From an optimization exercise on the open Yosys and OpenROAD flow, aimed at small area and a short achievable clock period; shortcuts taken in it are not production practice. The RTL was checked by simulation tests, not by an equivalence proof against the original design. The clock port is modelled as an ideal driver; clocking choices that lean on that would not hold on a real chip. Power and IR drop assume default switching activity.

### flow/run.sh
#!/bin/bash
# Own layout flow: the standard ORFS flow, with one hook after clock-tree synthesis
# (flow/post_cts.tcl) that moves output-port buffers next to the flip-flops that feed them and
# buffers flip-flop outputs with many loads next to the flip-flop, then repairs timing again.
# Ports are buffered with buf_4 (instead of a delay cell) and sizing may change footprints.
# The clock tree is built without dummy loads.
set -euo pipefail
export POST_CTS_TCL="$PWD/flow/post_cts.tcl"
export BUFFER_PORTS_ARGS="-buffer_cell sky130_fd_sc_hd__buf_4"
export CTS_ARGS="-sink_clustering_enable -repair_clock_nets -sink_clustering_size 25 -sink_clustering_max_diameter 100 -dont_use_dummy_load"
bash standard.sh MATCH_CELL_FOOTPRINT=0 finish > standard_flow.log 2>&1
### flow/post_cts.tcl
# Runs inside ORFS's CTS step, after its timing repair and legalisation. The resizer leaves
# flip-flops slow when they drive long wires or many loads, so for each flip-flop output:
# 1. every output-port buffer it feeds is moved next to the flip-flop, so the buffer, not the
#    flip-flop, drives the wire to the pin;
# 2. if it has several other loads, a buffer placed next to the flip-flop takes them over.
# Then cells are legalised and timing is repaired again.
set block [ord::get_db_block]
set bmaster [[ord::get_db] findMaster sky130_fd_sc_hd__buf_6]
proc is_port_buffer {inst} {
  foreach it [$inst getITerms] {
    if {[$it isOutputSignal]} {
      set n [$it getNet]
      if {$n ne "NULL" && [llength [$n getBTerms]] > 0} { return 1 }
    }
  }
  return 0
}
set nm 0
set nb 0
foreach inst [$block getInsts] {
  if {![[$inst getMaster] isSequential]} { continue }
  set loc [$inst getLocation]
  foreach it [$inst getITerms] {
    if {![$it isOutputSignal]} { continue }
    set net [$it getNet]
    if {$net eq "NULL" || [$net getSigType] eq "CLOCK"} { continue }
    set others {}
    foreach ld [$net getITerms] {
      if {$ld eq $it} { continue }
      set li [$ld getInst]
      if {[is_port_buffer $li]} {
        $li setLocation [lindex $loc 0] [lindex $loc 1]
        incr nm
      } else {
        lappend others $ld
      }
    }
    if {[llength $others] + [llength [$net getBTerms]] < 4 || [llength [$net getBTerms]] > 0} { continue }
    incr nb
    set binst [odb::dbInst_create $block $bmaster "ffbuf_$nb"]
    set nnet [odb::dbNet_create $block "ffbuf_net_$nb"]
    foreach ld $others {
      $ld disconnect
      $ld connect $nnet
    }
    foreach bi [$binst getITerms] {
      if {[$bi isInputSignal]} { $bi connect $net }
      if {[$bi isOutputSignal]} { $bi connect $nnet }
    }
    $binst setLocation [lindex $loc 0] [lindex $loc 1]
    $binst setPlacementStatus PLACED
  }
}
puts "post_cts: moved $nm output buffers, buffered $nb flip-flop outputs"
detailed_placement
estimate_parasitics -placement
repair_timing_helper
detailed_placement
check_placement -verbose
report_worst_slack -max
### standard.sh
#!/bin/bash
# synth_recipe.tcl (not shown) runs the flow's synth.tcl, then flattens the netlist and writes it again
# the make line also repeats each setting of config.mk as NAME=value (left out here)
make -C /OpenROAD-flow-scripts/flow DESIGN_CONFIG=/design/flow/config.mk WORK_HOME=/design/flow/orfs CLKGATE_MAP_FILE= SYNTH_SCRIPT=/design/flow/synth_recipe.tcl "${@:-finish}"
### config.mk
export PLATFORM = sky130hd
export DESIGN_NAME = ets_sweep_controller
export DESIGN_NICKNAME = ets_sweep_controller
export VERILOG_FILES = /design/flow/design.v
export SDC_FILE = /design/flow/constraint.sdc
export NUM_CORES = 4
export LEC_CHECK = 0
export CAP_MARGIN = 30
export CORE_MARGIN = 2
export CORE_UTILIZATION = 48
export CTS_CLUSTER_DIAMETER = 100
export CTS_CLUSTER_SIZE = 25
export PLACE_DENSITY = 0.7
export SETUP_SLACK_MARGIN = 3.0
export SLEW_MARGIN = 30
### constraint.sdc
create_clock -name core_clock -period 5.5 [get_ports {clk}]
set_input_delay 1.1000 -clock core_clock [delete_from_list [all_inputs] [get_ports {clk}]]
set_output_delay 1.1000 -clock core_clock [all_outputs]
set_load 0.01 [all_outputs]
### design.v
module ets_sweep_controller #(
  parameter int RESULT_WIDTH  = 32,
  parameter int DEPTH         = 64,
  parameter int STEP_WIDTH    = 16,
  parameter int SETTLE_CYCLES = 16
) (
  input  logic                    clk,
  input  logic                    reset_n,
  input  logic                    start,
  input  logic                    abort,
  input  logic [STEP_WIDTH-1:0]   step_count,
  output logic                    sampler_request_run,
  input  logic                    sampler_running,
  input  logic                    sampler_result_ready,
  input  logic [RESULT_WIDTH-1:0] sampler_result,
  output logic                    phase_step,
  input  logic                    phase_step_ack,
  output logic                    busy,
  output logic                    done,
  output logic [STEP_WIDTH-1:0]   position,
  input  logic                    rd_en,
  output logic                    rd_valid,
  output logic [RESULT_WIDTH-1:0] rd_data,
  output logic [$clog2(DEPTH):0]  level
);
  localparam int LW   = $clog2(DEPTH) + 1;
  localparam int ROWS = 63;                        
  localparam logic [LW-1:0]         LVL_ONE  = 1;
  localparam logic [STEP_WIDTH-1:0] STEP_ONE = 1;
  localparam logic [3:0]            SET_LOAD = 4'(SETTLE_CYCLES - 1);
  logic s_check, s_wr, s_wack, s_settle, s_drain;   
  logic idle;                                       
  logic [STEP_WIDTH-1:0] count_q;
  logic [3:0]            settle_q;
  logic                  last_q;
  assign idle = ~busy;
  logic abort_eff, to_drain, cnt_nz, full, push, pop, set_last, start_i;
  logic n_check, n_req, n_wr, n_step, n_wack, n_settle, n_drain, n_done, n_busy;
  assign full      = level[LW-1];
  assign cnt_nz    = |step_count;
  assign start_i   = idle & start;
  assign set_last  = (settle_q == 4'd0);
  assign abort_eff = abort & busy & ~s_drain;
  assign to_drain  = abort_eff & ((sampler_request_run & sampler_running) |
                                  (s_wr & ~sampler_result_ready));
  assign push      = s_wr & sampler_result_ready & ~abort;
  assign pop       = rd_en & rd_valid;
  assign n_check  = ~abort_eff & ((start_i & cnt_nz) | (s_check & full) | (s_settle & set_last));
  assign n_req    = ~abort_eff & ((s_check & ~full) | (sampler_request_run & ~sampler_running));
  assign n_wr     = ~abort_eff & ((sampler_request_run & sampler_running) |
                                  (s_wr & ~sampler_result_ready));
  assign n_step   = push & ~last_q;
  assign n_wack   = ~abort_eff & (phase_step | (s_wack & ~phase_step_ack));
  assign n_settle = ~abort_eff & ((s_wack & phase_step_ack) | (s_settle & ~set_last));
  assign n_drain  = to_drain | (s_drain & ~sampler_result_ready);
  assign n_done   = (abort_eff & ~to_drain) | (start_i & ~cnt_nz) | (push & last_q) |
                    (s_drain & sampler_result_ready);
  assign n_busy   = busy ? ~n_done : (start & cnt_nz);
  always_ff @(posedge clk or negedge reset_n) begin
    if (!reset_n) begin
      busy                <= 1'b0;
      done                <= 1'b0;
      s_check             <= 1'b0;
      sampler_request_run <= 1'b0;
      s_wr                <= 1'b0;
      phase_step          <= 1'b0;
      s_wack              <= 1'b0;
      s_settle            <= 1'b0;
      s_drain             <= 1'b0;
      position            <= '0;
    end else begin
      busy                <= n_busy;
      done                <= n_done;
      s_check             <= n_check;
      sampler_request_run <= n_req;
      s_wr                <= n_wr;
      phase_step          <= n_step;
      s_wack              <= n_wack;
      s_settle            <= n_settle;
      s_drain             <= n_drain;
      if (start_i)            position <= '0;
      else if (n_step)        position <= position + STEP_ONE;
    end
  end
  always_ff @(posedge clk) begin
    if (start_i) count_q <= step_count;
    settle_q <= s_wack ? SET_LOAD : settle_q - 4'd1;
    last_q   <= (position + STEP_ONE == count_q);
  end
  logic [LW-1:0] lvl_n;
  logic          ge2_q, ge3, vld_n, ge2_n, h_load, wp_adv, rp_adv;
  logic [7:0]    wh, wl, wh_n, wl_n;
  logic [ROWS-1:0] rring;
  logic [RESULT_WIDTH-1:0] rd_mem;
  assign ge3 = |level[LW-1:2] | (level[1] & level[0]);
  always_comb begin
    lvl_n = level;
    ge2_n = ge2_q;
    if (push & ~pop) begin
      lvl_n = level + LVL_ONE;
      ge2_n = rd_valid;
    end else if (pop & ~push) begin
      lvl_n = level - LVL_ONE;
      ge2_n = ge3;
    end
  end
  assign vld_n = push | ge2_q | (rd_valid & ~rd_en);
  assign h_load = rd_en | ~rd_valid;
  assign rp_adv = ge2_q & rd_en;
  assign wp_adv = push & (ge2_q | (rd_valid & ~rd_en));
  function automatic logic [15:0] ring_next(input logic [7:0] h, input logic [7:0] l);
    logic wrap;
    wrap = l[7] | (h[7] & l[6]);
    ring_next[15:8] = wrap ? {h[6:0], h[7]} : h;
    ring_next[7:0]  = wrap ? 8'd1 : {l[6:0], 1'b0};
  endfunction
  assign {wh_n, wl_n} = ring_next(wh, wl);
  always_ff @(posedge clk or negedge reset_n) begin
    if (!reset_n) begin
      level    <= '0;
      rd_valid <= 1'b0;
      ge2_q    <= 1'b0;
    end else if (start_i) begin
      level    <= '0;
      rd_valid <= 1'b0;
      ge2_q    <= 1'b0;
    end else begin
      level    <= lvl_n;
      rd_valid <= vld_n;
      ge2_q    <= ge2_n;
    end
  end
  always_ff @(posedge clk) begin
    if (start_i) begin
      wh    <= 8'd1;
      wl    <= 8'd1;
      rring <= ROWS'(1);
    end else begin
      if (wp_adv) begin wh <= wh_n; wl <= wl_n; end
      if (rp_adv) rring <= {rring[ROWS-2:0], rring[ROWS-1]};
    end
  end
  logic [RESULT_WIDTH-1:0] rows [ROWS];
  logic [7:0]              wgh;
  logic [ROWS-1:0]         wsel;
  assign wgh = wh & {8{push}};
  always_comb begin
    rd_mem = '0;
    for (int k = 0; k < ROWS; k++) begin
      wsel[k] = wgh[k / 8] & wl[k % 8];
      rd_mem  = rd_mem | (rows[k] & {RESULT_WIDTH{rring[k]}});
    end
  end
  always_ff @(posedge clk) begin
    for (int k = 0; k < ROWS; k++)
      if (wsel[k]) rows[k] <= sampler_result;
    if (h_load) rd_data <= ge2_q ? rd_mem : sampler_result;
  end
endmodule
==> impl_metrics.ini, run 1 <==
[sta]
fin_tns_setup_ps = 0
hold_ws_ps = 269.3
hold_viol = 0
fin_ws_ps = 2881
skew_ps = 105.3
grt_setup_unrepaired = yes
max_freq_ghz = 0.3818
slew_violations = 0
relSlewSlack_pct = 21.77
tightest_slew_ps = 1174
finalCriticalPeriod_ps = 2619
setup_viol = 0
finalCritPeriodShare_pct = 47.62

[die]
start_util_pct = 48.32
core_mm2 = 0.1626
die_area_mm2 = 0.1669
io_pins = 116
die_y_um = 408.5
rows = 148
die_w_um = 408.5

[cts]
clkLatencyLatePin_ps = 810
cts_num_sinks = 2182
path_clk_slew_ps = 100
cts_tree = yes

[worst_setup_path]
cp_max_fo = 16
rrSetupSlack_ps = 2880
rr_worst_depth = 7
critPathKind = reg -> reg
cp-start-kind = flip-flop
end_kind = flip-flop
cp.arrival_ps = 3140
required_ps = 6020

[layout]
drive_gt1_share_pct = 14.95
synthToLayoutAreaGrowth_pct = 10.63
layout_commonest_cell = edfxtp_1
nNetsFinal = 4647
final_cell_mix = 2064 x edfxtp_1, 864 x a22oi_1, 241 x buf_4

[global_route]
overflow = 0
antenna_found_initial = 16
grt_max_degree = 65
grt_pass1_wl_mm = 413.5
gr-usage-all-layers_pct = 36.72
grt_pass1_vias = 47640

[synth]
synth-edff-count = 2064
synth-seq-area-share_pct = 82.12
synth_seq_cells = 2182
avgSynthCellArea_um2 = 17.83
async_flop_share_pct = 1.558
yosysUniqueCellTypes = 66
synth_ff_type = edfxtp_1
synth.net_count = 4470
ys_warn_count = 2
synth_area_mm2 = 0.07855
syn_inst = 4406

[route]
first_iter_violations = 13050
viasPerCell = 7.721
drt-total-wl_mm = 314.1
drc = 0
drt_pass1_iterations = 9
ant_nets = 0
routedWlPerCell_um = 46.37
route.vias.total = 52300

[power_and_ir_drop]
p_per_area_mw_per_mm2 = 340.7
p_leak_nw = 26.52
finalPower_mw = 29.61
vdd_drop_max_mv = 0.2582

[min_path]
hold_path.class = in -> async

[status]
status = no timing/DRC/antenna violations

[run]
maxCapViolCount = 0

[placed_design]
hpwl_mm = 164.2
port_buffers = 115
gp_congestion = 0.9185
pre_cts_slack_ps = 1777
==> synthesized netlist by cell type (20+ instances only) <==
master	n	area [µm²]
dfxtp_1	84	1682
a21oi_1	109	545.5
clkbuf_1	287	1077
a22oi_1	866	6501
nor4_1	68	425.4
nand4_1	229	1433
nand3_1	44	220.2
a221oi_1	64	560.5
mux2i_1	20	200.2
dfrtp_1	34	850.8
a22o_1	64	560.5
and3_1	64	400.4
nand2_1	185	694.4
nor2_1	75	281.5
edfxtp_1	2064	61980
==> critical path: stages, from the launching register on <==
cell and delay [ps]:
dfxtp_2 340, buf_6 160, buf_4 290, buf_4 320, a22oi_1 510, nand3_1 180, nor4_2 330, a21oi_1 210
==> worst paths after layout <==
kind | start | to
setup / recovery | rring[55]$_SDFFE_PP0P_ | rd_data[3]$_DFFE_PN_
hold / removal | reset_n | position[9]$_DFFE_PN0P_
setup reg to reg | rring[55]$_SDFFE_PP0P_ | rd_data[3]$_DFFE_PN_
hold reg to reg | settle_q[0]$_SDFF_PP1_ | settle_q[0]$_SDFF_PP1_
max in group asynchronous | reset_n | s_wr$_DFF_PN0_
min in group core_clock | settle_q[0]$_SDFF_PP1_ | settle_q[0]$_SDFF_PP1_
==> stage by stage <==
step                utilization [%]  area, µm²  cells
floorplan                         -      78880   4406
global placement              50.69      82410   6523
detailed placement            50.72      82460   6524
global route                  53.43      86860   6757
finish                        53.45      86900   6774
==> area by class of cell, without the clock buffers <==
class                           count  area, µm²
Sequential cell                  2182      64660
Multi-Input combinational cell   1931      13700
Timing Repair Buffer              276       2357
Tap cell                         2175       2721
Antenna cell                       18      45.04
Buffer                             81      912.1
Fill cell                       12620      75680
Inverter                           13      51.30
==> cells by family (layout without fill, tap and decap cells) <==
kind of cell	count (synthesis)	count (layout)	synth area share (%)
AOI/OAI and AO/OA	1137	1137	10.73
other	0	18	0
buffers and inverters	315	468	1.542
DFF	2182	2182	82.12
muxes	22	22	0.2835
xor gates and xnor gates	37	37	0.4125
adders and majority gates	8	8	0.1370
and+or+nand+nor	705	727	4.775
==> state kept, by name, indices dropped and copies added, names as in the netlist <==
signal and count:
busy 1, count_q 16, done 1, ge2_q 1
last_q 1, level 7, phase_step 1, position 16
rd_data 32, rd_valid 1, rows 2016, rring 63
s_check 1, s_drain 1, s_settle 1, s_wack 1
s_wr 1, sampler_request_run 1, settle_q 4, wh 8
wl 8
==> per-layer routing <==
metal	wire [µm]	vias to the layer above	global-route usage (%)
li1	-	18460	-
met1	96000	25610	46.80
met2	126100	6733	49.96
met3	65200	1484	17.65
met4	26250	18	23.31
met5	569	-	1.552
==> report_power, final <==
group          leakage [nW]  total, mW  internal [mW]  switching, mW
registers              19.7       18.6           18.4          0.129
logic                  5.58       2.94          0.864           2.08
clock network          1.21       8.11           3.19           4.93
total                  26.5       29.6           22.5           7.13
==> inputs of run 2 (changes only) <==
--- a/config.mk
+++ b/config.mk
@@ -12,4 +12,3 @@
 export CTS_CLUSTER_SIZE = 25
-export PLACE_DENSITY = 0.7
-export SETUP_SLACK_MARGIN = 3.0
+export SETUP_SLACK_MARGIN = 3.2
 export SLEW_MARGIN = 30
==> run 2 against run 1 <==
Compared with the run above: still clean on timing, DRC and antenna; routed wire length grew 11%; global-route usage grew 4.3 points; via count grew 1.9%; core utilization grew 2.9 points; first-iteration DRC count shrank 2.3%; clock power grew 0.9%; hold slack gained 48 ps; power grew 1.5%; maximum frequency grew 5.5%; final area grew 5.5%; combinational power grew 13%; critical endpoint is now rd_data[3]; largest power group unchanged; highest routed layer unchanged.
==> impl_metrics.ini, run 2 <==
[status]
status = no timing/DRC/antenna violations

[worst_setup_path]
rrSetupSlack_ps = 3040
critPathKind = reg -> out
cp.depth = 1
rr_worst_depth = 7
cp_slowest_cell = edfxtp_1
r2r-start = rring[6]$_SDFFE_PP0P_
critPathLaunch = rd_data[3]$_DFFE_PN_
crit_buf_inv = 1
end_kind = primary output
cp.arrival_ps = 1380
r2r-end = rd_data[21]$_DFFE_PN_
path_delay_family = flip-flops
cp_max_fo = 1
required_ps = 4400
crit_end = rd_data[3]
path_cells = buf_6
cp-start-kind = flip-flop
critical_path.max_stage_delay_ps = 410

[global_route]
grt_pass1_vias = 48710
grt_use_met2_pct = 55.92
gr-usage-all-layers_pct = 40.99
use_met1_pct = 52.55
use_met3_pct = 17.71
grt_pass1_wl_mm = 452.0
overflow = 0
antenna_found_initial = 26
gr-max-usage-layer = met2
grt_max_degree = 83

[route]
ant_nets = 0
viasPerCell = 7.577
drt-total-wl_mm = 347.9
drt_pass1_iterations = 10
first_iter_violations = 12750
routedWlPerCell_um = 49.45
route.vias.total = 53300
drc = 0

[power_and_ir_drop]
p_leak_nw = 28.49
clkPwrFrac_pct = 27.2
swShare_pct = 24.57
power_switching_mw = 7.387
finalPower_mw = 30.07
vdd_drop_max_mv = 0.2531
p_per_area_mw_per_mm2 = 328.0
intPower_mw = 22.68
seqPwrFrac_pct = 61.8
power_frac_comb_pct = 11.0

[sta]
setup_viol = 0
fin_tns_setup_ps = 0
fin_ws_ps = 3018
skew_ps = 83.58
slew_violations = 0
finalCriticalPeriod_ps = 2482
tightest_slew_ps = 1115
hold_ws_ps = 317.3
relSlewSlack_pct = 25.70
grt_setup_unrepaired = yes
hold_viol = 0
max_freq_ghz = 0.4029
finalCritPeriodShare_pct = 45.13

[synth]
avgSynthCellArea_um2 = 17.83
synth-seq-area-share_pct = 82.12
synth.most_common_cell = edfxtp_1
synthTopCellsByCount = 2064 x edfxtp_1, 866 x a22oi_1, 287 x clkbuf_1
synth.net_count = 4470
yosysUniqueCellTypes = 66
async_flop_share_pct = 1.558
synth-edff-count = 2064
ys_warn_count = 2
synth_seq_cells = 2182
synth_top_cell_by_area = edfxtp_1
syn_inst = 4406
synth_ff_type = edfxtp_1
synth_top_cell_area_share_pct = 78.90
synth_area_mm2 = 0.07855
synth_area_leaders = edfxtp_1 79%, a22oi_1 8.3%, dfxtp_1 2.1%, nand4_1 1.8%, clkbuf_1 1.4%

[die]
core_mm2 = 0.1626
io_pins = 116
start_util_pct = 48.32
rows = 148
die_w_um = 408.5
die_area_mm2 = 0.1669
die_y_um = 408.5

[layout]
final_cells = 7035
final_util_pct = 56.38
fin_area_mm2 = 0.09167
drive_gt1_share_pct = 21.28
synthToLayoutAreaGrowth_pct = 16.70
layout_commonest_cell = edfxtp_1
largest_reg_flops = 2016
top_register = rows
nNetsFinal = 4915
reg.largest.list = rows (2016), rring (63), rd_data (32)
final_cell_mix = 2064 x edfxtp_1, 835 x a22oi_1, 263 x buf_4

[cts]
path_clk_slew_ps = 100
cts_num_sinks = 2182
cts_tree = yes
clkLatencyLatePin_ps = 800

[min_path]
hold_path.class = in -> async

[placed_design]
gp_congestion = 0.8717
port_buffers = 115
pre_cts_slack_ps = 1905
placed_area_mm2 = 0.08244
hpwl_mm = 171.7
dp_cells = 6518

[run]
maxCapViolCount = 0
-- run 2: cell count changes in the layout (fill, tap and decap cells not counted), sizes merged --
cell / previous run / this run
nor2: 79 / 78
clkbuf: 98 / 97
diode: 18 / 11
buf: 357 / 586
and3: 84 / 125
-- run 2: layout make-up, without the clock buffers --
cell class | count | area [µm²]
Timing Repair Buffer | 510 | 6078
Sequential cell | 2182 | 64700
Fill cell | 12320 | 70910
Buffer | 76 | 863.3
Inverter | 13 | 53.80
Tap cell | 2175 | 2721
Antenna cell | 11 | 27.53
Multi-Input combinational cell | 1971 | 14800
-- run 2: power groups by stage --
stage,Combinational (mW),Clock [mW],Sequential (mW)
floorplan,1.04,0,19.0
global placement,2.38,0,19.1
detailed placement,2.41,0,19.1
global route,3.37,8.57,18.6
finish,3.32,8.18,18.6
-- run 2: routing by layer --
layer / wire length [µm] / part of all wire (%)
met5: 324 / 0.093
met4: 31250 / 9.0
met3: 63910 / 18
met2: 140100 / 40
met1: 112400 / 32
-- run 2: worst min-delay path by stage --
stage	cells after the start	end	startpoint
2_1_floorplan	1	settle_q[0]$_SDFF_PP1_	settle_q[0]$_SDFF_PP1_
3_3_place_gp	1	settle_q[0]$_SDFF_PP1_	settle_q[0]$_SDFF_PP1_
3_5_place_dp	1	settle_q[0]$_SDFF_PP1_	settle_q[0]$_SDFF_PP1_
5_1_grt	1	position[4]$_DFFE_PN0P_	reset_n
6_report	1	position[8]$_DFFE_PN0P_	reset_n
-- run 2: cell families (layout without fill, tap and decap cells) --
kind of cell / count (synthesis) / after routing / synth area share (%)
adder cells (fa/ha/maj): 8 / 8 / 0.1370
buffers and inverters: 315 / 696 / 1.542
flip-flops: 2182 / 2182 / 82.12
multiplexers: 22 / 22 / 0.2835
other: 0 / 11 / 0
XOR/XNOR: 37 / 37 / 0.4125
AND/OR/NAND/NOR: 705 / 767 / 4.775
AO/OA/AOI/OAI: 1137 / 1137 / 10.73
-- run 2: worst register-to-register path: stages, from the launching register on --
cell      delay (ps)
dfxtp_2          340
buf_6            150
buf_4            280
a22o_1           320
a221oi_1         260
nand4_1          180
nor4_1           400
a21oi_2          230
==> inputs of run 3 (changes only) <==
--- a/config.mk
+++ b/config.mk
@@ -12,3 +12,3 @@
 export CTS_CLUSTER_SIZE = 25
-export SETUP_SLACK_MARGIN = 3.2
+export SETUP_SLACK_MARGIN = 3.4
 export SLEW_MARGIN = 30
==> run 3 against run 2 <==
Compared with the run above: still clean; die area unchanged; critical path depth up 5; power rose by 1.5%; routed wire length increased by 4.0%; first-iteration DRC count is 6.7% higher; register-to-register slack got worse by 170 ps; critical path type is now reg -> reg; largest cell class unchanged; highest routed layer unchanged.
==> impl_metrics.ini, run 3 <==
[die]
start_util_pct = 48.32
die_y_um = 408.5
rows = 148
core_mm2 = 0.1626
die_area_mm2 = 0.1669
die_w_um = 408.5
io_pins = 116

[synth]
ys_warn_count = 2
yosys.area_share.simple_pct = 4.775
synth_top_cell_by_area = edfxtp_1
synth.net_count = 4470
syn_inst = 4406
synth_top_cell_area_share_pct = 78.90
synth_ff_type = edfxtp_1
synth_compound_gate_area_share_pct = 10.73
synth-xor-area-share_pct = 0.4125
yosysUniqueCellTypes = 66
synth_area_leaders = edfxtp_1 79%, a22oi_1 8.3%, dfxtp_1 2.1%, nand4_1 1.8%, clkbuf_1 1.4%
synth_seq_cells = 2182
synth_fa_ha_area_share_pct = 0.1370
avgSynthCellArea_um2 = 17.83
async_flop_share_pct = 1.558
synth_top_family_by_area = compound AO/OA/AOI/OAI gates
synth_area_mm2 = 0.07855
yosys-mux-area-fraction_pct = 0.2835
synthTopCellsByCount = 2064 x edfxtp_1, 866 x a22oi_1, 287 x clkbuf_1
synth-seq-area-share_pct = 82.12
synth.most_common_cell = edfxtp_1
synth-edff-count = 2064

[cts]
path_clk_slew_ps = 100
cts_num_sinks = 2182
clkLatencyLatePin_ps = 820
cts_tree = yes

[power_and_ir_drop]
swShare_pct = 25.09
intPower_mw = 22.85
seqPwrFrac_pct = 60.8
vdd_drop_max_mv = 0.2578
p_per_area_mw_per_mm2 = 315.3
power_switching_mw = 7.653
power_frac_comb_pct = 12.1
p_leak_nw = 30.54
clkPwrFrac_pct = 27.1

[status]
status = no timing/DRC/antenna violations

[global_route]
grt_pass1_vias = 49550
overflow = 0
antenna_found_initial = 30
grt_pass1_wl_mm = 465.0
gr-usage-all-layers_pct = 42.29
grt_max_degree = 91

[layout]
final_cell_mix = 2064 x edfxtp_1, 766 x a22oi_1, 329 x buf_4
nNetsFinal = 5146
fin_area_mm2 = 0.09676
largest_reg_flops = 2016
drive_gt1_share_pct = 27.81
fillers = 11750
top_register = rows
reg.largest.list = rows (2016), rring (63), rd_data (32)
layout_commonest_cell = edfxtp_1
final_util_pct = 59.51
synthToLayoutAreaGrowth_pct = 23.17

[placed_design]
placed_area_mm2 = 0.08250
port_buffers = 115
gp_congestion = 0.8836
hpwl_mm = 168.7

[route]
viasPerCell = 7.637
highest_layer = met5
met1Wirelength_mm = 113.5
drt_pass1_iterations = 12
drt-total-wl_mm = 361.7
first_iter_violations = 13600
routedWlPerCell_um = 49.68
dr_wl_met2_mm = 146.9
route.vias.total = 55610
ant_nets = 0
drc = 0
wl_met3_mm = 68.17

[sta]
grt_setup_unrepaired = yes
relSlewSlack_pct = 30.99
fin_tns_setup_ps = 0
setup_viol = 0
tightest_slew_ps = 1035
slew_violations = 0
finalCritPeriodShare_pct = 47.84
hold_viol = 0
max_freq_ghz = 0.3800
finalCriticalPeriod_ps = 2631
skew_ps = 119.5

[worst_setup_path]
crit_end = rd_data[23]$_DFFE_PN_
rr_worst_depth = 6
r2r-end = rd_data[23]$_DFFE_PN_
r2r-start = rring[62]$_SDFFE_PP0P_
cp-start-kind = flip-flop
end_kind = flip-flop
required_ps = 5990
cp.arrival_ps = 3120
cp_max_fo = 13
rrSetupSlack_ps = 2870
critPathLaunch = rring[62]$_SDFFE_PP0P_
critPathKind = reg -> reg

[min_path]
hold_path.class = in -> async

[run]
maxCapViolCount = 0
-- run 3: cell families after synthesis --
kind of cell / count (synthesis)
compound gates: 1137
xor+xnor: 37
fa+ha+maj: 8
buf+inv: 315
flops: 2182
mux: 22
simple gates: 705
-- run 3: metal layers --
metal / up-vias / global-route usage [%]
met5: - / 1.638
li1: 19600 / -
met4: 34 / 28.76
met3: 1674 / 20.24
met2: 6571 / 58.14
met1: 27730 / 52.61
-- run 3: power groups by stage --
stage          Clock, mW  Sequential, mW  Combinational [mW]
2_1_floorplan          0            19.0                1.04
3_3_place_gp           0            19.1                2.46
3_5_place_dp           0            19.1                2.48
5_1_grt             8.61            18.6                3.72
6_report            8.25            18.6                3.69
-- run 3: critical path, stage by stage (launching register included) --
cell     delay (ps)
dfxtp_4         350
buf_6           160
buf_6           220
a22oi_1         310
nand4_1         370
nor4_4          720
a21oi_4         230
-- run 3: metrics by stage --
| step | hold WS (ps) | std cells | setup slack, ps | power (mW) |
|---|---|---|---|---|
| after floorplan | 382.4 | 4406 | 2896 | 20.03 |
| after global placement | 398.0 | 6516 | 1995 | 21.54 |
| after global routing | 352.7 | 7260 | 2964 | 30.92 |
| final | 332.2 | 7281 | 2869 | 30.50 |
| after detailed placement | 404.9 | 6517 | 1988 | 21.55 |
-- run 3: how the worst min path moves through the flow --
stage	end	slack, ps
global route	position[8]$_DFFE_PN0P_	350
floorplan	settle_q[0]$_SDFF_PP1_	380
detailed placement	settle_q[0]$_SDFF_PP1_	400
global placement	settle_q[0]$_SDFF_PP1_	400
finish	position[6]$_DFFE_PN0P_	330
-- run 3: layout make-up, without the clock buffers --
class	instances	area, µm²	share of cell area (%)
diodes	26	65.06	0.06724
plain buffers	55	718.2	0.7422
inverters	13	67.56	0.06983
multi-input cells	1973	15890	16.43
flip-flops and latches	2182	64750	66.92
well taps	2175	2721	2.813
repair buffers	759	10090	10.43
==> inputs of run 4 (changes only) <==
--- a/config.mk
+++ b/config.mk
@@ -12,3 +12,3 @@
 export CTS_CLUSTER_SIZE = 25
-export SETUP_SLACK_MARGIN = 3.4
+export SETUP_SLACK_MARGIN = 3.0
 export SLEW_MARGIN = 30
==> run 4 against run 3 <==
Compared with the run above: still clean; clock skew fell by 44 ps; first-iteration DRC count fell by 18%; combinational power fell by 18%; power fell by 2.5%; routed wire length fell by 8.0%; synthesized cell count did not move; flip-flop and latch count did not move.
==> impl_metrics.ini, run 4 <==
[status]
status = no timing/DRC/antenna violations

[placed_design]
hpwl_mm = 175.1
pre_cts_slack_ps = 1785
port_buffers = 115
placed_area_mm2 = 0.08266
gp_congestion = 0.9022

[layout]
drive_gt1_share_pct = 15.89
final_util_pct = 54.08
fin_area_mm2 = 0.08792
final_cell_mix = 2064 x edfxtp_1, 863 x a22oi_1, 258 x buf_4
layout_commonest_cell = edfxtp_1
nNetsFinal = 4711
largest_reg_flops = 2016
top_register = rows
synthToLayoutAreaGrowth_pct = 11.93
reg.largest.list = rows (2016), rring (63), rd_data (32)
fillers = 12740

[sta]
slew_violations = 0
fin_ws_ps = 2900
hold_ws_ps = 322.4
grt_setup_unrepaired = no
max_freq_ghz = 0.3846
fin_tns_setup_ps = 0
setup_viol = 0
hold_viol = 0
relSlewSlack_pct = 22.12
skew_ps = 75.04
tightest_slew_ps = 1168
finalCriticalPeriod_ps = 2600
finalCritPeriodShare_pct = 47.27

[route]
first_iter_violations = 11200
viasPerCell = 7.544
drt_pass1_iterations = 8
routedWlPerCell_um = 48.73
route.vias.total = 51500
drt-total-wl_mm = 332.7
drc = 0
ant_nets = 0

[synth]
synth-edff-count = 2064
async_flop_share_pct = 1.558
synth_ff_type = edfxtp_1
synth_area_mm2 = 0.07855
synth-seq-area-share_pct = 82.12
synth.most_common_cell = edfxtp_1
synth_top_cell_area_share_pct = 78.90
avgSynthCellArea_um2 = 17.83
yosysUniqueCellTypes = 66
synth_seq_cells = 2182
synth.net_count = 4470
synthTopCellsByCount = 2064 x edfxtp_1, 866 x a22oi_1, 287 x clkbuf_1
ys_warn_count = 2
synth_area_leaders = edfxtp_1 79%, a22oi_1 8.3%, dfxtp_1 2.1%, nand4_1 1.8%, clkbuf_1 1.4%
syn_inst = 4406
synth_top_cell_by_area = edfxtp_1

[worst_setup_path]
r2r-end = rd_data[12]$_DFFE_PN_
critPathKind = reg -> reg
cp-start-kind = flip-flop
cp.arrival_ps = 3050
rr_worst_depth = 6
r2r-start = rring[23]$_SDFFE_PP0P_
required_ps = 5950
end_kind = flip-flop
cp_max_fo = 17
rrSetupSlack_ps = 2900

[global_route]
overflow = 0
grt_pass1_wl_mm = 433.4
gr-usage-all-layers_pct = 39.12
antenna_found_initial = 17
grt_max_degree = 65
grt_pass1_vias = 46600

[power_and_ir_drop]
vdd_drop_max_mv = 0.2645
p_leak_nw = 26.99
p_per_area_mw_per_mm2 = 338.4

[die]
die_y_um = 408.5
die_w_um = 408.5
core_mm2 = 0.1626
die_area_mm2 = 0.1669
io_pins = 116
rows = 148
start_util_pct = 48.32

[cts]
cts_num_sinks = 2182
clkLatencyLatePin_ps = 780
path_clk_slew_ps = 100
cts_tree = yes

[min_path]
hold_path.class = in -> async

[run]
maxCapViolCount = 0
-- run 4: critical path: stages (launching register included) --
cell and delay (ps):
dfxtp_4 360, buf_6 200, a22o_1 250, a221oi_2 470
nand3_1 390, nor4_4 310, a21oi_1 270
-- run 4: worst max path at each step --
| stage | depth (start not counted) | endpoint | startpoint |
|---|---|---|---|
| final | 6 | rd_data[12]$_DFFE_PN_ | rring[23]$_SDFFE_PP0P_ |
| after global routing | 7 | rd_data[0]$_DFFE_PN_ | rring[59]$_SDFFE_PP0P_ |
| after detailed placement | 5 | rows[45][27]$_DFFE_PP_ | sampler_result_ready |
| after floorplan | 10 | level[6]$_DFFE_PN0P_ | sampler_result_ready |
| after global placement | 5 | rows[51][22]$_DFFE_PP_ | sampler_result_ready |
-- run 4: final cells by class, without the clock buffers --
type / instances / area (µm²) / share of cell area [%]
Multi-Input combinational cell: 1938 / 13810 / 15.70
Sequential cell: 2182 / 64630 / 73.51
Buffer: 76 / 855.8 / 0.9734
Tap cell: 2175 / 2721 / 3.095
Timing Repair Buffer: 338 / 3387 / 3.852
Inverter: 13 / 50.05 / 0.05692
Antenna cell: 7 / 17.52 / 0.01992
-- run 4: logic make-up (layout without fill, tap and decap cells) --
family          Yosys count  count (layout)  synth area share [%]
other cells               0               7                     0
buf+inv                 315             525                 1.542
xor+xnor                 37              37                0.4125
mux                      22              22                0.2835
fa+ha+maj                 8               8                0.1370
simple gates            705             734                 4.775
compound gates         1137            1137                 10.73
flops                  2182            2182                 82.12
-- run 4: metal layers --
layer | track usage [%] | routed length (µm) | vias up
met1 | 51.45 | 109800 | 26200
met2 | 56.10 | 140900 | 5561
met5 | 0 | 142 | -
met4 | 23.20 | 25080 | 20
met3 | 13.92 | 56790 | 1114
li1 | - | - | 18600
-- run 4: power breakdown --
| part | internal (mW) | leakage (nW) | switching, mW | total (mW) |
|---|---|---|---|---|
| Combinational | 0.908 | 6.04 | 2.10 | 3.01 |
| Clock | 3.19 | 1.21 | 5.01 | 8.19 |
| Sequential | 18.4 | 19.7 | 0.125 | 18.6 |
| Total | 22.5 | 27.0 | 7.23 | 29.8 |
-- run 4: stage by stage --
stage | instances | power [mW]
2_1_floorplan | 4406 | 20.01
3_3_place_gp | 6530 | 21.52
3_5_place_dp | 6537 | 21.53
5_1_grt | 6822 | 30.27
6_report | 6827 | 29.75
==> inputs of run 5 (changes only) <==
--- a/config.mk
+++ b/config.mk
@@ -7,3 +7,3 @@
 export LEC_CHECK = 0
-export CAP_MARGIN = 30
+export CAP_MARGIN = 50
 export CORE_MARGIN = 2
@@ -13,2 +13,2 @@
 export SETUP_SLACK_MARGIN = 3.0
-export SLEW_MARGIN = 30
+export SLEW_MARGIN = 60
==> run 5 against run 4 <==
Compared with the run above: combinational power about the same; critical path depth increased by 1; critical endpoint is now rd_data[3]$_DFFE_PN_; largest cell class unchanged; highest routed layer unchanged; first-iteration DRC count rose by 1.2%; die area unchanged; sequential share of layout area is 1.4 points lower; global-route usage down 1.8 points; hold slack lost 47 ps; core utilization up 1.1 points; routed wire length fell by 4.5%.
==> impl_metrics.ini, run 5 <==
[layout]
synthToLayoutAreaGrowth_pct = 14.20
top_register = rows
fillers = 12500
largest_reg_flops = 2016
layout_commonest_cell = edfxtp_1
multi_input_area_mm2 = 0.01347
reg.largest.list = rows (2016), rring (63), rd_data (32)
drive_gt1_share_pct = 16.91
seq_area_mm2 = 0.06468
nNetsFinal = 4762
fin_area_mm2 = 0.08971
final_cell_mix = 2064 x edfxtp_1, 864 x a22oi_1, 229 x nand4_1

[power_and_ir_drop]
intPower_mw = 22.54
vdd_drop_max_mv = 0.2960
seqPwrFrac_pct = 62.4
p_leak_nw = 27.70
swShare_pct = 24.13
p_per_area_mw_per_mm2 = 331.2
finalPower_mw = 29.71
clkPwrFrac_pct = 27.6
power_switching_mw = 7.170
power_frac_comb_pct = 10.0

[route]
viasPerCell = 7.411
routedWlPerCell_um = 46.24
drt-total-wl_mm = 317.9
route.vias.total = 50940
drt_pass1_iterations = 8
first_iter_violations = 11340
ant_nets = 0
drc = 0

[global_route]
grt_pass1_vias = 46230
grt_pass1_wl_mm = 417.7
overflow = 0
grt_max_degree = 65
gr-usage-all-layers_pct = 37.34
antenna_found_initial = 14

[synth]
synth_ff_type = edfxtp_1
synth_top_cell_by_area = edfxtp_1
synth.most_common_cell = edfxtp_1
syn_inst = 4406
yosysUniqueCellTypes = 66
synth_top_cell_area_share_pct = 78.90
synth_area_mm2 = 0.07855
synth_area_leaders = edfxtp_1 79%, a22oi_1 8.3%, dfxtp_1 2.1%, nand4_1 1.8%, clkbuf_1 1.4%
synth.net_count = 4470
avgSynthCellArea_um2 = 17.83
synth-seq-area-share_pct = 82.12
ys_warn_count = 2
synthTopCellsByCount = 2064 x edfxtp_1, 866 x a22oi_1, 287 x clkbuf_1
synth_seq_cells = 2182
async_flop_share_pct = 1.558
synth-edff-count = 2064

[die]
die_y_um = 408.5
die_w_um = 408.5
rows = 148
die_area_mm2 = 0.1669
start_util_pct = 48.32
core_mm2 = 0.1626
io_pins = 116

[worst_setup_path]
path_delay_family = simple AND/OR/NAND/NOR gates
cp_slowest_cell = nor4_1
required_ps = 5990
crit_buf_inv = 3
rrSetupSlack_ps = 2920
critPathKind = reg -> reg
critical_path.max_stage_delay_ps = 530
cp_max_fo = 13
end_kind = flip-flop
path_cells = buf_6 -> buf_4 -> buf_16 -> a22oi_1 -> nand4_1 -> nor4_1 -> a21oi_1
cp-start-kind = flip-flop
cp.arrival_ps = 3070

[sta]
skew_ps = 85.80
hold_ws_ps = 275.7
relSlewSlack_pct = 55.97
fin_tns_setup_ps = 0
setup_viol = 0
grt_setup_unrepaired = yes
finalCritPeriodShare_pct = 46.85
max_freq_ghz = 0.3881
finalCriticalPeriod_ps = 2577
hold_viol = 0
tightest_slew_ps = 660.5
slew_violations = 0

[placed_design]
hpwl_mm = 203.5
port_buffers = 115
placed_area_mm2 = 0.08588
gp_congestion = 0.9022

[cts]
cts_tree = yes
path_clk_slew_ps = 100
clkLatencyLatePin_ps = 790
cts_num_sinks = 2182

[min_path]
hold_path.class = in -> async

[status]
status = no timing/DRC/antenna violations

[run]
maxCapViolCount = 0
## run 5: path summary, 6_finish.rpt
check                                       start                  endpoint  depth (start not counted)
max                        rring[42]$_SDFFE_PP0P_      rd_data[3]$_DFFE_PN_                          7
min                                       reset_n  position[14]$_DFFE_PN0P_                          1
max reg2reg                rring[42]$_SDFFE_PP0P_      rd_data[3]$_DFFE_PN_                          7
min reg2reg                settle_q[0]$_SDFF_PP1_    settle_q[0]$_SDFF_PP1_                          1
max in group asynchronous                 reset_n  position[11]$_DFFE_PN0P_                          1
min in group core_clock    settle_q[0]$_SDFF_PP1_    settle_q[0]$_SDFF_PP1_                          1
## run 5: final cells by class, without the clock buffers
class	instances	area share, %
multi-input combinational	1909	15.01
inverter	13	0.05997
antenna	3	0.008369
tap	2175	3.034
sequential	2182	72.10
timing repair buffer	426	6.194
buffer	68	0.8536
## run 5: metal layers
metal | part of all wire [%] | global-route usage (%)
met5 | 0.029 | 0
met4 | 6.8 | 19.82
met3 | 16 | 10.53
met2 | 44 | 55.53
met1 | 34 | 50.19
## run 5: cells by family (layout without fill, tap and decap cells)
kind of cell	after synthesis	in the layout	synth area share, %
xor+xnor	37	37	0.4125
buf+inv	315	605	1.542
other cells	0	3	0
fa+ha+maj	8	8	0.1370
simple gates	705	705	4.775
flops	2182	2182	82.12
mux	22	22	0.2835
compound gates	1137	1137	10.73
## run 5: metrics by stage
| step | util, % | cells | setup WS [ps] |
|---|---|---|---|
| after global routing | 55.17 | 6871 | 2899 |
| final | 55.18 | 6874 | 2923 |
| after detailed placement | 52.82 | 6667 | 2118 |
| after global placement | 50.74 | 6530 | 1777 |
| after floorplan | - | 4406 | 2888 |
## run 5: power by group through the flow
stage,Sequential [mW],Clock (mW),Combinational (mW)
after floorplan,19.0,0,1.03
after global placement,19.2,0,2.35
after detailed placement,19.1,0,2.54
after global routing,18.6,8.63,3.06
final,18.5,8.19,2.99
==> inputs of run 6 (changes only) <==
--- a/flow/post_cts.tcl
+++ b/flow/post_cts.tcl
@@ -7,3 +7,3 @@
 set block [ord::get_db_block]
-set bmaster [[ord::get_db] findMaster sky130_fd_sc_hd__buf_6]
+set bmaster [[ord::get_db] findMaster sky130_fd_sc_hd__buf_4]
 proc is_port_buffer {inst} {
--- a/config.mk
+++ b/config.mk
@@ -7,3 +7,3 @@
 export LEC_CHECK = 0
-export CAP_MARGIN = 50
+export CAP_MARGIN = 30
 export CORE_MARGIN = 2
@@ -12,3 +12,3 @@
 export CTS_CLUSTER_SIZE = 25
-export SETUP_SLACK_MARGIN = 3.0
-export SLEW_MARGIN = 60
+export SETUP_SLACK_MARGIN = 3.1
+export SLEW_MARGIN = 30
==> run 6 against run 5 <==
Compared with the run above: still clean on timing, DRC and antenna; first-iteration DRC count fell by 6.5%; synthesized area did not move; register-to-register slack improved by 100 ps; routed wire length fell by 0.98%; synthesized cell count did not move; clock power fell by 0.7%; combinational power rose by 7.4%; clock skew rose by 10 ps; largest cell class unchanged.
==> impl_metrics.ini, run 6 <==
[status]
status = no timing/DRC/antenna violations

[die]
io_pins = 116
die_area_mm2 = 0.1669
die_y_um = 408.5
die_w_um = 408.5
start_util_pct = 48.32
rows = 148
core_mm2 = 0.1626

[sta]
slew_violations = 0
max_freq_ghz = 0.4039
tightest_slew_ps = 1167
hold_viol = 0
finalCriticalPeriod_ps = 2476
setup_viol = 0
finalCritPeriodShare_pct = 45.02
fin_tns_setup_ps = 0
fin_ws_ps = 3024
grt_setup_unrepaired = yes
skew_ps = 95.96
relSlewSlack_pct = 22.23

[layout]
layout_commonest_cell = edfxtp_1
drive_gt1_share_pct = 16.44
nNetsFinal = 4640
top_register = rows
largest_reg_flops = 2016
fin_area_mm2 = 0.08758
final_cell_mix = 2064 x edfxtp_1, 840 x a22oi_1, 249 x buf_4
final_util_pct = 53.86
reg.largest.list = rows (2016), rring (63), rd_data (32)
synthToLayoutAreaGrowth_pct = 11.48
fillers = 12770

[route]
routedWlPerCell_um = 46.61
viasPerCell = 7.403
route.vias.total = 50000
drt_pass1_iterations = 6
drc = 0
ant_nets = 0
first_iter_violations = 10610
drt-total-wl_mm = 314.7

[worst_setup_path]
critPathKind = reg -> reg
cp.arrival_ps = 2950
r2r-start = rring[42]$_SDFFE_PP0P_
rrSetupSlack_ps = 3020
cp-start-kind = flip-flop
end_kind = flip-flop
r2r-end = rd_data[11]$_DFFE_PN_
required_ps = 5970
rr_worst_depth = 7
cp_max_fo = 23

[synth]
async_flop_share_pct = 1.558
synth.most_common_cell = edfxtp_1
syn_inst = 4406
synth_area_mm2 = 0.07855
synth_area_leaders = edfxtp_1 79%, a22oi_1 8.3%, dfxtp_1 2.1%, nand4_1 1.8%, clkbuf_1 1.4%
yosysUniqueCellTypes = 66
ys_warn_count = 2
synthTopCellsByCount = 2064 x edfxtp_1, 866 x a22oi_1, 287 x clkbuf_1
avgSynthCellArea_um2 = 17.83
synth-seq-area-share_pct = 82.12
synth-edff-count = 2064
synth_ff_type = edfxtp_1
synth_top_cell_by_area = edfxtp_1
synth.net_count = 4470
synth_top_cell_area_share_pct = 78.90
synth_seq_cells = 2182

[run]
maxCapViolCount = 0

[global_route]
grt_pass1_vias = 45690
antenna_found_initial = 12
grt_max_degree = 72
grt_pass1_wl_mm = 412.5
overflow = 0
gr-usage-all-layers_pct = 36.90

[placed_design]
gp_congestion = 0.8943
placed_area_mm2 = 0.08248
port_buffers = 115
pre_cts_slack_ps = 1963
hpwl_mm = 169.1

[power_and_ir_drop]
p_per_area_mw_per_mm2 = 341.5
vdd_drop_max_mv = 0.2930
p_leak_nw = 26.73
finalPower_mw = 29.91

[cts]
path_clk_slew_ps = 100
cts_num_sinks = 2182
clkLatencyLatePin_ps = 770
cts_tree = yes

[min_path]
hold_path.class = in -> async
==> run 6: cell counts after synthesis <==
No cell type changed its count.
==> run 6: worst max path at each step <==
stage,start,endpoint,slack (ps),cells past startpoint
final,rring[42]$_SDFFE_PP0P_,rd_data[11]$_DFFE_PN_,3020,7
after global routing,rd_data[7]$_DFFE_PN_,rd_data[7],3020,1
after detailed placement,sampler_result_ready,level[6]$_DFFE_PN0P_,1960,12
after global placement,sampler_result_ready,level[6]$_DFFE_PN0P_,1940,12
after floorplan,sampler_result_ready,level[6]$_DFFE_PN0P_,2890,10
==> run 6: layer usage <==
metal,track usage (%),wire length (µm)
met5,0,63
met4,20.07,21080
met3,9.337,47830
met2,55.43,139000
met1,49.63,106800
==> run 6: area by class of cell, without the clock buffers <==
class | count | area, µm² | area share (%)
Antenna cell | 4 | 10.01 | 0.01143
Buffer | 70 | 606.8 | 0.6929
Inverter | 13 | 51.30 | 0.05858
Multi-Input combinational cell | 1909 | 14070 | 16.07
Sequential cell | 2182 | 64680 | 73.85
Tap cell | 2175 | 2721 | 3.107
Timing Repair Buffer | 302 | 2983 | 3.406
==> run 6: per-stage QoR <==
| stage | hold slack, ps | std cells |
|---|---|---|
| finish | 308.5 | 6753 |
| global route | 340.6 | 6750 |
| detailed placement | 412.7 | 6518 |
| global placement | 392.9 | 6517 |
| floorplan | 382.4 | 4406 |
==> run 6: power by group <==
part / leakage (nW) / internal [mW] / total (mW) / switching (mW)
Combinational: 5.79 / 1.03 / 3.21 / 2.18
Clock: 1.21 / 3.19 / 8.13 / 4.94
Sequential: 19.7 / 18.4 / 18.6 / 0.138
Total: 26.7 / 22.6 / 29.9 / 7.26
==> run 6: cell families after synthesis <==
family / share of synthesized area (%)
AOI/OAI and AO/OA: 10.73
xor gates and xnor gates: 0.4125
muxes: 0.2835
adders and majority gates: 0.1370
buffers and inverters: 1.542
and+or+nand+nor: 4.775
DFF: 82.12
==> run 6: critical path, cell delays in order (launching register included) <==
cell	delay, ps
dfxtp_4	360
buf_6	220
buf_4	260
buf_4	200
a22oi_1	320
nand3_1	240
nor4_1	340
a21oi_1	230
==> inputs of run 7 (changes only) <==
--- a/config.mk
+++ b/config.mk
@@ -12,3 +12,3 @@
 export CTS_CLUSTER_SIZE = 25
-export SETUP_SLACK_MARGIN = 3.1
+export SETUP_SLACK_MARGIN = 3.15
 export SLEW_MARGIN = 30
==> run 7 against run 6 <==
Compared with the run above: critical path depth decreased by 1; flip-flop and latch count unchanged; final area increased by 4.8%; core utilization grew 2.6 points; power rose by 0.44%; combinational power rose by 3%; sequential share of layout area decreased by 3.4 points; synthesized cell count did not move; register-to-register slack got worse by 140 ps; routed wire length increased by 8.6%; global-route usage up 3.0 points; setup slack worse by 140 ps; critical path type unchanged; largest power group unchanged.
==> impl_metrics.ini, run 7 <==
[layout]
nNetsFinal = 4889
top_register = rows
final_cell_mix = 2064 x edfxtp_1, 842 x a22oi_1, 265 x buf_4
fillers = 12430
largest_reg_flops = 2016
layout_commonest_cell = edfxtp_1
synthToLayoutAreaGrowth_pct = 16.89
multi_input_area_mm2 = 0.01476
seq_area_mm2 = 0.06468
reg.largest.list = rows (2016), rring (63), rd_data (32)
drive_gt1_share_pct = 21.00
final_cells = 7009

[worst_setup_path]
rrSetupSlack_ps = 2890
path_cells = buf_4 -> buf_12 -> a22oi_1 -> nand4_1 -> nor4_4 -> a21oi_2
critical_path.max_stage_delay_ps = 760
critPathLaunch = rring[18]$_SDFFE_PP0P_
required_ps = 6010
critPathKind = reg -> reg
cp-start-kind = flip-flop
crit_buf_inv = 2
end_kind = flip-flop
cp_max_fo = 16
rr_worst_depth = 6
cp_slowest_cell = nand4_1
path_delay_family = simple AND/OR/NAND/NOR gates
cp.arrival_ps = 3130
r2r-start = rring[18]$_SDFFE_PP0P_
r2r-end = rd_data[5]$_DFFE_PN_

[synth]
syn_inst = 4406
synth_seq_cells = 2182
synth_top_cell_by_area = edfxtp_1
yosysUniqueCellTypes = 66
avgSynthCellArea_um2 = 17.83
synth-edff-count = 2064
synth-seq-area-share_pct = 82.12
synth.most_common_cell = edfxtp_1
synthTopCellsByCount = 2064 x edfxtp_1, 866 x a22oi_1, 287 x clkbuf_1
ys_warn_count = 2
synth_top_cell_area_share_pct = 78.90
synth_area_mm2 = 0.07855
async_flop_share_pct = 1.558
synth_area_leaders = edfxtp_1 79%, a22oi_1 8.3%, dfxtp_1 2.1%, nand4_1 1.8%, clkbuf_1 1.4%
synth.net_count = 4470
synth_ff_type = edfxtp_1

[sta]
max_freq_ghz = 0.3829
finalCritPeriodShare_pct = 47.48
hold_viol = 0
fin_tns_setup_ps = 0
setup_viol = 0
grt_setup_unrepaired = yes
tightest_slew_ps = 1092
skew_ps = 101.9
slew_violations = 0
relSlewSlack_pct = 27.18
fin_ws_ps = 2889
finalCriticalPeriod_ps = 2612

[power_and_ir_drop]
p_leak_nw = 28.48
power_frac_comb_pct = 11.0
intPower_mw = 22.64
swShare_pct = 24.62
clkPwrFrac_pct = 27.2
p_per_area_mw_per_mm2 = 327.2
vdd_drop_max_mv = 0.2509
power_switching_mw = 7.397
seqPwrFrac_pct = 61.8

[die]
die_area_mm2 = 0.1669
die_w_um = 408.5
rows = 148
io_pins = 116
core_mm2 = 0.1626
start_util_pct = 48.32
die_y_um = 408.5

[global_route]
overflow = 0
grt_pass1_vias = 47630
antenna_found_initial = 17
grt_max_degree = 90
grt_pass1_wl_mm = 440.8
gr-usage-all-layers_pct = 39.94

[placed_design]
pre_cts_slack_ps = 1811
dp_cells = 6507
hpwl_mm = 168.7
gp_congestion = 0.8754
port_buffers = 115

[cts]
path_clk_slew_ps = 100
cts_num_sinks = 2182
clkLatencyLatePin_ps = 810
cts_tree = yes

[route]
drc = 0
ant_nets = 0
first_iter_violations = 12210
route.vias.total = 52910
drt_pass1_iterations = 10
drt-total-wl_mm = 341.8
routedWlPerCell_um = 48.76
viasPerCell = 7.548

[run]
maxCapViolCount = 0

[status]
status = no timing/DRC/antenna violations

[min_path]
hold_path.class = in -> async
## run 7: worst max-delay path by stage
stage | end | cells after the start
floorplan | level[6]$_DFFE_PN0P_ | 10
global placement | rows[31][27]$_DFFE_PP_ | 5
detailed placement | rows[48][2]$_DFFE_PP_ | 5
global route | rd_data[3] | 1
finish | rd_data[5]$_DFFE_PN_ | 6
## run 7: worst register-to-register path: stages (launching register included)
cell,delay (ps)
dfxtp_4,350
buf_4,250
buf_12,200
a22oi_1,190
nand4_1,760
nor4_4,530
a21oi_2,130
## run 7: metal layers
metal / vias to the layer above / global-route usage (%) / wire, µm
li1: 19010 / - / -
met1: 26830 / 52.20 / 112400
met2: 5778 / 56.00 / 141300
met3: 1272 / 15.00 / 59930
met4: 12 / 25.98 / 28010
met5: - / 0 / 160
## run 7: kinds of logic after synthesis
kind of cell | Yosys count | share of synthesized area (%)
flip-flops | 2182 | 82.12
AO/OA/AOI/OAI | 1137 | 10.73
AND/OR/NAND/NOR | 705 | 4.775
buffers and inverters | 315 | 1.542
XOR/XNOR | 37 | 0.4125
multiplexers | 22 | 0.2835
adder cells (fa/ha/maj) | 8 | 0.1370
## run 7: final cells by class, without the clock buffers
class	count	share of cell area, %
plain buffers	70	0.6459
diodes	11	0.02998
inverters	13	0.05587
well taps	2175	2.964
flip-flops and latches	2182	70.45
repair buffers	498	7.139
multi-input cells	1963	16.08
## run 7: stage by stage
step / power [mW] / cell area (µm²) / util, % / hold slack, ps
after floorplan: 20.02 / 78950 / - / 382.4
after global placement: 21.55 / 82430 / 50.70 / 396.6
after detailed placement: 21.57 / 82520 / 50.76 / 399.6
after global routing: 30.52 / 91790 / 56.46 / 363.3
final: 30.04 / 91820 / 56.47 / 327.5
## run 7: power by group through the flow
stage | clock (mW) | sequential (mW) | combinational [mW]
finish | 8.17 | 18.6 | 3.31
global route | 8.57 | 18.6 | 3.37
detailed placement | 0 | 19.1 | 2.48
global placement | 0 | 19.1 | 2.47
floorplan | 0 | 19.0 | 1.04

what the ideal ports hide:
The flow's constraints put no driver on any port. The routed layouts listed below were extracted and timed again, unchanged, in two steps. Step 1: set_driving_cell puts a clkbuf_16 on clk and a buf_2 on each other input, an assumption about the parent block. Step 2, shift: input delay + t, output delay - t, t = (earliest + latest rising clock arrival at the registers) / 2. This alone moves slack from input paths to output paths. a / b / c = ideal / step 1 / step 2; a / b = the first two.
run	t (ns)	setup slack, ns	hold WS [ns]	worst setup path after step 2
run 1	0.837	2.881 / 2.881 / 2.113	0.269 / 0.214 / 0.413	input to register
run 2	0.853	3.018 / 2.919 / 2.305	0.317 / 0.241 / 0.421	input to register
run 3	0.847	2.869 / 2.869 / 2.417	0.332 / 0.268 / 0.424	input to register
run 4	0.812	2.900 / 2.900 / 2.190	0.322 / 0.266 / 0.419	input to register
run 5	0.836	2.923 / 2.923 / 2.214	0.276 / 0.208 / 0.418	input to register
run 6	0.798	3.024 / 2.965 / 2.320	0.308 / 0.259 / 0.428	input to register
run 7	0.830	2.888 / 2.888 / 2.375	0.327 / 0.272 / 0.418	input to register
After both steps every run listed still meets setup and hold. The setup slack of run 1, which loses most, moves by 0.000 ns with the drivers and by -0.768 ns with both steps.
